This design comes from an exercise in tuning for small area, a short achievable clock period and few clock cycles on the open sky130 flow, not from production work. Only simulation tests tie the RTL to the original design; equivalence was not proved.

Setup of the reference run:
==> flow/design.v <==
module mdu_add #(
  parameter int W = 32
) (
  input  logic [W-1:0] x,
  input  logic [W-1:0] y,
  input  logic         ci,
  output logic [W-1:0] s,
  output logic         co
);
  for (genvar i = 0; i < W; i++) begin : g_bit
    logic cin, cout;
    if (i == 0) begin : g_first
      assign cin = ci;
    end else begin : g_next
      assign cin = g_bit[i-1].cout;
    end
    assign s[i] = x[i] ^ y[i] ^ cin;
    assign cout = (x[i] & y[i]) | (x[i] & cin) | (y[i] & cin);
  end
  assign co = g_bit[W-1].cout;
endmodule
module mdu_sequencer #(
  parameter int unsigned MULT_CYCLES = 5,   
  parameter int unsigned DIV_CYCLES  = 10   
) (
  input  logic        clk,
  input  logic        reset,
  input  logic        start,
  input  logic [2:0]  mdu_op,
  input  logic [31:0] a,
  input  logic [31:0] b,
  input  logic        cancel,
  input  logic        d_is_md,
  output logic        busy,
  output logic        stall_md,
  output logic [31:0] hi,
  output logic [31:0] lo
);
  localparam int K  = 2;        
  localparam int M  = 8;        
  localparam int CM = 32 / M;   
  localparam int CW = 5;        
  logic cancel_w;
  assign cancel_w = cancel;
  logic          busy_q;
  logic [CW-1:0] cnt_q;       
  logic [1:0]    len_q;       
  logic          mul_q;       
  logic          neg_hi_q;    
  logic          neg_lo_q;    
  logic [31:0]   d_q;         
  logic [31:0]   r_q;         
  logic [31:0]   q_q;         
  logic [31:0]   hi_q, lo_q;
  function automatic logic [4:0] msb32(input logic [31:0] x);
    msb32 = 5'd0;
    for (int i = 0; i < 32; i++) if (x[i]) msb32 = i[4:0];
  endfunction
  function automatic logic [31:0] cneg32(input logic [31:0] x, input logic neg);
    logic any;
    any = 1'b0;
    for (int i = 0; i < 32; i++) begin
      cneg32[i] = x[i] ^ (neg & any);
      any       = any | x[i];
    end
  endfunction
  logic        st_signed, a_neg, b_neg, a_zero, b_zero;
  logic [31:0] ua, ub;
  logic [4:0]  la, lb;
  assign st_signed = ~mdu_op[0];
  assign a_neg     = st_signed & a[31];
  assign b_neg     = st_signed & b[31];
  assign ua        = cneg32(a, a_neg);
  assign ub        = cneg32(b, b_neg);
  assign a_zero    = (a == 32'd0);
  assign b_zero    = (b == 32'd0);
  assign la        = msb32(ua);
  assign lb        = msb32(ub);
  logic          d_short;      
  logic [4:0]    d_span;
  logic [4:0]    d_sh;         
  logic [CW-1:0] d_cyc;
  assign d_short = a_zero | (la < lb);
  assign d_span  = la - lb;
  assign d_cyc   = {1'b0, d_span[4:1]} + 5'd1;       
  assign d_sh    = {~d_span[4:1], 1'b0};            
  logic [63:0] d_rq0;
  assign d_rq0 = {32'd0, ua} << d_sh;
  logic          m_swap;
  logic [31:0]   m_x, m_y;
  logic [4:0]    m_ly;
  logic [1:0]    m_len;
  assign m_swap = la < lb;
  assign m_x    = m_swap ? ub : ua;
  assign m_y    = m_swap ? ua : ub;
  assign m_ly   = m_swap ? la : lb;
  assign m_len  = m_ly[4:3];                        
  logic [31:0] dv_r [K+1];
  logic [31:0] dv_q [K+1];
  assign dv_r[0] = r_q;
  assign dv_q[0] = q_q;
  for (genvar k = 0; k < K; k++) begin : g_div
    logic [31:0] s, t;
    logic        s_top, co, ge;
    assign s     = {dv_r[k][30:0], dv_q[k][31]};
    assign s_top = dv_r[k][31];
    mdu_add #(.W(32)) u_sub (.x(s), .y(d_q), .ci(1'b1), .s(t), .co(co));
    assign ge        = s_top | co;
    assign dv_r[k+1] = (t & {32{ge}}) | (s & {32{~ge}});
    assign dv_q[k+1] = {dv_q[k][30:0], ge};
  end
  logic [31:0] mu_r [M+1];
  logic [31:0] mu_q [M+1];
  assign mu_r[0] = r_q;
  assign mu_q[0] = q_q;
  for (genvar k = 0; k < M; k++) begin : g_mul
    logic [31:0] t;
    logic        co;
    mdu_add #(.W(32)) u_add (.x(mu_r[k]), .y(d_q & {32{mu_q[k][0]}}), .ci(1'b0),
                             .s(t), .co(co));
    assign mu_r[k+1] = {co, t[31:1]};
    assign mu_q[k+1] = {t[0], mu_q[k][31:1]};
  end
  logic [63:0] res_raw, res_neg, res;
  logic [63:0] nmask;
  assign res_raw = mul_q ? {mu_r[M], mu_q[M]} : {dv_r[K], dv_q[K]};
  always_comb begin
    logic any;
    any = 1'b0;
    for (int i = 0; i < 32; i++) begin
      nmask[i] = neg_lo_q & any;
      any      = any | res_raw[i];
    end
    any = any & mul_q;
    for (int i = 32; i < 64; i++) begin
      nmask[i] = neg_hi_q & any;
      any      = any | res_raw[i];
    end
  end
  assign res_neg = res_raw ^ nmask;
  logic [4:0] m_sh;
  assign m_sh = mul_q ? {~len_q, 3'b000} : 5'd0;   
  assign res  = (res_neg >> m_sh) | ({64{neg_hi_q & mul_q}} & ~({64{1'b1}} >> m_sh));
  logic go, last;
  assign go   = ~busy_q & start & ~cancel_w;
  assign last = busy_q & ~cancel_w & (cnt_q == 5'd1);
  always_ff @(posedge clk or negedge reset) begin
    if (!reset) begin
      busy_q <= 1'b0;
      hi_q   <= 32'd0;
      lo_q   <= 32'd0;
    end else begin
      if (go) begin
        case (mdu_op)
          3'd0, 3'd1: begin
            if (a_zero | b_zero) begin
              hi_q <= 32'd0;
              lo_q <= 32'd0;
            end else begin
              busy_q <= 1'b1;
            end
          end
          3'd2, 3'd3: begin
            if (!b_zero) begin
              if (d_short) begin
                hi_q <= a;
                lo_q <= 32'd0;
              end else begin
                busy_q <= 1'b1;
              end
            end
          end
          3'd4: hi_q <= a;
          3'd5: lo_q <= a;
          default: ;
        endcase
      end else if (busy_q) begin
        if (cancel_w) begin
          busy_q <= 1'b0;
        end else if (last) begin
          busy_q <= 1'b0;
          hi_q   <= res[63:32];
          lo_q   <= res[31:0];
        end
      end
    end
  end
  always_ff @(posedge clk) begin
    if (~busy_q) begin
      if (~mdu_op[1]) begin
        cnt_q    <= {3'd0, m_len} + 5'd1;
        len_q    <= m_len;
        mul_q    <= 1'b1;
        neg_hi_q <= a_neg ^ b_neg;
        neg_lo_q <= a_neg ^ b_neg;
        d_q      <= m_x;
        r_q      <= 32'd0;
        q_q      <= m_y;
      end else begin
        cnt_q    <= d_cyc;
        len_q    <= m_len;
        mul_q    <= 1'b0;
        neg_hi_q <= a_neg;
        neg_lo_q <= a_neg ^ b_neg;
        d_q      <= ~ub;
        r_q      <= d_rq0[63:32];
        q_q      <= d_rq0[31:0];
      end
    end else begin
      cnt_q <= cnt_q - 5'd1;
      r_q   <= mul_q ? mu_r[M] : dv_r[K];
      q_q   <= mul_q ? mu_q[M] : dv_q[K];
    end
  end
  assign busy     = busy_q;
  assign stall_md = d_is_md & (start | busy_q);
  assign hi       = hi_q;
  assign lo       = lo_q;
endmodule
clock: 85.0 ns
lec_check: 0
abc_area: 1
cap_margin: 10
core_margin: 2
core_utilization: 50
cts_buf_list: sky130_fd_sc_hd__clkbuf_8
slew_margin: 10
standard.sh (not shown) runs the stock make flow with config.mk's settings and CLKGATE_MAP_FILE= SYNTH_SCRIPT=/design/flow/synth_recipe.tcl, a recipe that flattens the netlist after the stock synthesis.
==> flow/flow/run.sh <==
#!/bin/bash
# The standard layout (the standard.sh), with the port buffers made of
# sky130_fd_sc_hd__buf_1 instead of the cell buffer_ports picks by default.
# Every input and output port still gets its own buffer.
set -euo pipefail
bash standard.sh "BUFFER_PORTS_ARGS=-buffer_cell sky130_fd_sc_hd__buf_1" finish > flow_standard.log 2>&1
Both conditions hold for the reference run: the flow ran to the end and the final layout passed the timing, DRC and antenna checks.
Testbench counts of the reference run, summed over its fixed seeds: cycles 133,686.
The inputs of the trial run differ from those of the reference run as listed below.
==> flow/flow/run.sh <==
#!/bin/bash
# The standard layout (the standard.sh) with two changes:
#  - the port buffers are sky130_fd_sc_hd__buf_1 instead of the cell buffer_ports
#    picks by default (every input and output port still gets its own buffer);
#  - ORFS's power recovery (repair_timing -recover_power) runs at global route,
#    downsizing gates that have slack to spare.
set -euo pipefail
bash standard.sh "BUFFER_PORTS_ARGS=-buffer_cell sky130_fd_sc_hd__buf_1" "RECOVER_POWER=100" finish > flow_standard.log 2>&1
==> summary.txt <==
Nothing crashed in the trial run and all stages finished; the problem is that the final layout failed, the offending checks being max-capacitance violations, max-slew violations. | fraction of area in non-clock buffers | the trial run vs the reference run | 0.17 points lower |. Summary of the trial run over the reference run: cell area lower; maximum clock rate roughly the same.

========
== exp/sierra ==
Starts from the design.v that is shown in full above.
Settings: LEC_CHECK=0, ABC_AREA=1, CAP_MARGIN=0, CORE_MARGIN=2, CORE_UTILIZATION=50, CTS_BUF_LIST=sky130_fd_sc_hd__clkbuf_8, SLEW_MARGIN=0; clock period 85.0 ns.
==> flow/flow/run.sh <==
#!/bin/bash
# The standard layout (the standard.sh), with the port buffers made of
# sky130_fd_sc_hd__buf_1 instead of the cell buffer_ports picks by default.
# Every input and output port still gets its own buffer.
set -euo pipefail
bash standard.sh "BUFFER_PORTS_ARGS=-buffer_cell sky130_fd_sc_hd__buf_1" finish > flow_standard.log 2>&1
Testbench counts of exp/sierra, summed over its fixed seeds: cycles 133,686.
--- input diff exp/sierra..exp/yarrow ---
diff --git a/flow/config.mk b/flow/config.mk
--- a/flow/config.mk
+++ b/flow/config.mk
@@ -8,3 +8,3 @@
 export ABC_AREA = 1
-export CAP_MARGIN = 0
+export CAP_MARGIN = 5
 export CORE_MARGIN = 2
@@ -12,2 +12,3 @@
 export CTS_BUF_LIST = sky130_fd_sc_hd__clkbuf_8
-export SLEW_MARGIN = 0
+export PLACE_DENSITY = 0.7
+export SLEW_MARGIN = 5
[summary]
The area of the multi-input gates on exp/yarrow is in line with that on exp/sierra.
Layout buffer count excluding clock buffers: lower on exp/yarrow
NOTE: count of clock-net buffers in the final layout in exp/yarrow falls short of that of exp/sierra
In terms of maximum clock frequency, exp/sierra and exp/yarrow differ only marginally.
Detailed route, exp/yarrow vs exp/sierra: via total lower for exp/yarrow
Changes in exp/indigo relative to exp/yarrow:
diff --git a/flow/config.mk b/flow/config.mk
--- a/flow/config.mk
+++ b/flow/config.mk
@@ -8,7 +8,5 @@
 export ABC_AREA = 1
-export CAP_MARGIN = 5
+export CAP_MARGIN = 20
 export CORE_MARGIN = 2
-export CORE_UTILIZATION = 50
-export CTS_BUF_LIST = sky130_fd_sc_hd__clkbuf_8
-export PLACE_DENSITY = 0.7
-export SLEW_MARGIN = 5
+export CORE_UTILIZATION = 40
+export SLEW_MARGIN = 20
Results
- Relative to exp/yarrow, sequential share of layout area decreased by 0.31 points in exp/indigo.
- When exp/indigo is measured against exp/yarrow, its fraction of final layout cells sized beyond drive strength 1 turns out 0.17 points higher.
- The average wire per standard cell in exp/indigo was higher than what exp/yarrow gave.
- exp/indigo against exp/yarrow: routability congestion estimate from global placement dropped about 1.1%, design area climbed 480 µm².
- Looking at total core area, exp/indigo sits 12000 µm² higher than exp/yarrow does.
- Comparing global-route total usage across every layer for exp/yarrow and exp/indigo, the smaller number came from exp/indigo.
- Looking at register-to-register slack across both flows, exp/indigo is the stronger of the two, with exp/yarrow trailing.
- exp/indigo against exp/yarrow: via count now sits lower; non-clock buffer count now sits higher.
## Diff of input files: exp/quartz against exp/indigo
==> flow/run.sh (new file) <==
#!/bin/bash
# synth_recipe.tcl (not shown) runs the flow's synth.tcl, then flattens the netlist and writes it again
# the make line also repeats each setting of config.mk as NAME=value (left out here)
make -C /OpenROAD-flow-scripts/flow DESIGN_CONFIG=/design/flow/config.mk WORK_HOME=/design/flow/orfs CLKGATE_MAP_FILE= SYNTH_SCRIPT=/design/flow/synth_recipe.tcl finish
diff --git a/flow/config.mk b/flow/config.mk
--- a/flow/config.mk
+++ b/flow/config.mk
@@ -8,5 +8,6 @@
 export ABC_AREA = 1
-export CAP_MARGIN = 20
+export CAP_MARGIN = 10
 export CORE_MARGIN = 2
-export CORE_UTILIZATION = 40
-export SLEW_MARGIN = 20
+export CORE_UTILIZATION = 50
+export CTS_BUF_LIST = sky130_fd_sc_hd__clkbuf_8
+export SLEW_MARGIN = 10
removed: flow/flow/run.sh
removed: flow/standard.sh
--- outcome ---
Layout clock buffer count: exp/quartz < exp/indigo. [compare] base=exp/indigo new=exp/quartz: wire length of the first global-routing pass higher; total via count in the routed design rose by 507. After synthesis and placement, the instance count of exp/quartz is below that of exp/indigo. As far as critical path depth goes, exp/indigo and exp/quartz are indistinguishable; the numbers are identical. exp/quartz does worse than exp/indigo on worst setup slack. exp/quartz against exp/indigo: number of filler cells placed in the layout lost 1667.
Relative to exp/quartz, the following input files were edited for exp/juniper:
diff --git a/flow/config.mk b/flow/config.mk
--- a/flow/config.mk
+++ b/flow/config.mk
@@ -8,6 +8,5 @@
 export ABC_AREA = 1
-export CAP_MARGIN = 10
+export CAP_MARGIN = 20
 export CORE_MARGIN = 2
-export CORE_UTILIZATION = 50
-export CTS_BUF_LIST = sky130_fd_sc_hd__clkbuf_8
-export SLEW_MARGIN = 10
+export CORE_UTILIZATION = 40
+export SLEW_MARGIN = 20
Findings:
- Number of vias in the routed layout down 598 in exp/juniper wrt exp/quartz
- On worst setup slack, exp/quartz beats exp/juniper.
- Compared with exp/quartz, in exp/juniper share of the cycle needed by the critical path after routing comparable, routed wire length -4.1%, count of TritonRoute iterations in the first routing pass fell 2.

## afterwards: timing with drivers on the ports
The results above use ideal ports. As a check the final layouts listed here were re-extracted and re-timed, cells and wires unchanged.
Step 1 sets driving cells, clkbuf_16 on the clock port and buf_2 on the other inputs (assumed; they add their load-dependent delay and slew).
Step 2 adds t to the input delays and takes it off the output delays; t is the mean of the earliest and latest rising clock arrival at the registers after step 1. Input paths then give back, and output paths get back, about the clock's delay inside the block.
Slacks: ideal / step 1 / step 2; pairs: ideal / step 1.
| run | t, ns | setup WS [ns] | worst setup path after step 2 |
|---|---|---|---|
| the reference run | 0.587 | 50.631 / 50.609 / 50.609 | input to output |
| the trial run | 0.591 | 50.631 / 50.609 / 50.609 | input to output |
| exp/sierra | 0.587 | 50.631 / 50.609 / 50.609 | input to output |
| exp/yarrow | 0.575 | 50.639 / 50.619 / 50.619 | input to output |
| exp/indigo | 0.524 | 50.636 / 50.615 / 50.615 | input to output |
| exp/quartz | 0.586 | 49.895 / 49.871 / 49.871 | input to output |
| exp/juniper | 0.515 | 49.866 / 49.841 / 49.841 | input to output |
The setup slack of exp/juniper, which loses most, moves by -0.025 ns with the drivers and by -0.025 ns with both steps.
